Background: an optimization exercise with open tools, aiming at small area, a short achievable clock period and few clock cycles per item. Do not read the settings as production practice.
In this exercise RTL edits were held to simulation tests only and were not proved equivalent to the original.

## north
## seq_mac_unit
module seq_mac_unit (
    input  logic        clk_i,
    input  logic        rst_i,
    input  logic        MUL_Start_STRB_i,
    input  logic [81:0] a_i,
    input  logic [81:0] b_i,
    input  logic [81:0] acc_i,
    output logic        MUL_Done_STRB_o,
    output logic [81:0] out_o,
    output logic        busy_o
);
Size: roughly 2300 cells after synthesis, about 250 flip-flops.
Settings: LEC_CHECK=0, CAP_MARGIN=20, CORE_MARGIN=2, CORE_UTILIZATION=50, CTS_BUF_LIST=sky130_fd_sc_hd__clkbuf_8, SETUP_SLACK_MARGIN=4.2, SLEW_MARGIN=20, SYNTH_HIERARCHICAL=1; clock period 8.0 ns.
standard.sh (not shown) runs the stock make flow with config.mk's settings and CLKGATE_MAP_FILE= SYNTH_SCRIPT=/design/flow/synth_recipe.tcl, a recipe that flattens the netlist after the stock synthesis.
==> flow/flow/run.sh <==
#!/bin/bash
# Own flow: the standard layout (standard.sh, unchanged synthesis and
# steps), with one change: the port buffers that ORFS inserts before global
# placement are plain sky130_fd_sc_hd__buf_1 cells instead of the default
# choice. Every input and output port still gets its own buffer.
# The full make output goes to standard.log; ORFS's per-step logs stay
# under orfs/logs/.
set -euo pipefail
bash standard.sh "BUFFER_PORTS_ARGS=-buffer_cell sky130_fd_sc_hd__buf_1" finish > standard.log 2>&1
north | status: complete | timing, DRC, antenna: pass
Testbench counts of north, summed over its fixed seeds: cycles 16,000, ops 3,200.
For south, these inputs were changed with respect to north:
- SETUP_SLACK_MARGIN now 4.4, was 4.2
- CTS_BUF_LIST no longer set, was sky130_fd_sc_hd__clkbuf_8
[summary]
- [compare] base=north new=south: buffer share of cell area shows an increase of 2.3 points; number of gates resized after cts shows an increase of 26; total number of cells along the worst setup path shows an increase of 2; growth of design area from synthesis to finish shows an increase of 5.2 points.
- Comparing south against north, there is no change at all in final count of negative-setup-slack endpoints.
- | first-iteration detailed-routing DRC count | lower: north |
- The lower slack of the critical path of south and north is in north.
The following lists how east was set up differently from south:
- swapping 4.4 for 4.0 in SETUP_SLACK_MARGIN
## What came out
- In east the buffering stage count on the worst path with inverters included turned out 1 lower than in south.
- south reports its capturing element of the worst setup path as P_q[32] while east reports P_q[11].
- Summary of east over south: post-layout minimum cycle time increased by 280 ps relative to the old numbers; fraction of final layout cells sized beyond drive strength 1 dropped 7.6 points; average wire per standard cell moved up.
- Diff south -> east: hold slack essentially unchanged.
- Route | east vs south | wire shorter in east
- Sort east and south by timing-limited maximum frequency, descending, and south comes first.
Here is what was changed in the inputs of west compared with east.
- CORE_UTILIZATION: 50 -> 65
- SETUP_SLACK_MARGIN: 4.0 -> 4.3
- PLACE_DENSITY: unset -> 0.75
Run comparison: west highest layer used for signal routing met5; east highest layer used for signal routing met4
Diff east -> west: starting utilization of the core area increased 15 points; sequential share of layout area fell by 0.52 points; number of global-route vias before repair grew by 510.
Changes observed in west relative to east: shortest period the worst path allows dropped 160 ps, synthesized area per cell neither gained nor lost much, worst setup slack increased by 160 ps relative to the old numbers, post-layout instance area went up 3.1%, hold path depth stayed essentially flat.
Fraction of synthesized area in multiplexers came out exactly the same in east and west.


seq_mac_unit again, from the RTL that the note above started with.
// seq_mac_unit
module seq_mac_unit (
    input  logic        clk_i,
    input  logic        rst_i,
    input  logic        MUL_Start_STRB_i,
    input  logic [81:0] a_i,
    input  logic [81:0] b_i,
    input  logic [81:0] acc_i,
    output logic        MUL_Done_STRB_o,
    output logic [81:0] out_o,
    output logic        busy_o
);
Settings: LEC_CHECK=0, CAP_MARGIN=20, CORE_MARGIN=2, CORE_UTILIZATION=50, SETUP_SLACK_MARGIN=4.2, SLEW_MARGIN=20, SYNTH_HIERARCHICAL=1; clock period 8.0 ns.
Scripts as last shown in full above: flow/flow/run.sh
Testbench counts at the start, summed over its fixed seeds: cycles 16,000, ops 3,200.
==> next run, changes <==
- GPL_ROUTABILITY_DRIVEN: default -> 0
=> Global-route usage hardly moves. Synthesized area stays the same. Worst hold slack hardly moves. Die area stays the same.

==> re-timing with driven ports <==
How much do the figures lean on ideal ports? The routed layouts below were timed once more, with nothing changed but the port constraints.
Step 1, drivers: a clkbuf_16 drives clk_i and a buf_2 each remaining input, both assumed.
Step 2 times the ports against the registers' clock, not the clock port: input delays grow and output delays shrink by t, the midpoint of the rising clock arrivals with the driver on.
a / b / c = ideal / step 1 / step 2; a / b = the first two.
run	shift t [ns]	slack for setup (ns)	latest minus earliest clock arrival (ns)	worst data-port slew with drivers (ns)
north	0.663	4.195 / 4.195 / 4.195	0.047 / 0.047	0.07
south	0.605	4.377 / 4.377 / 4.377	0.032 / 0.032	0.07
east	0.602	4.100 / 4.100 / 4.100	0.028 / 0.028	0.07
west	0.635	4.258 / 4.258 / 4.258	0.023 / 0.023	0.06
the first run of note 2	0.603	4.262 / 4.262 / 4.262	0.029 / 0.029	0.07
the second run of note 2	0.602	4.293 / 4.293 / 4.293	0.026 / 0.026	0.06
After both steps setup and hold are still met in every run listed.
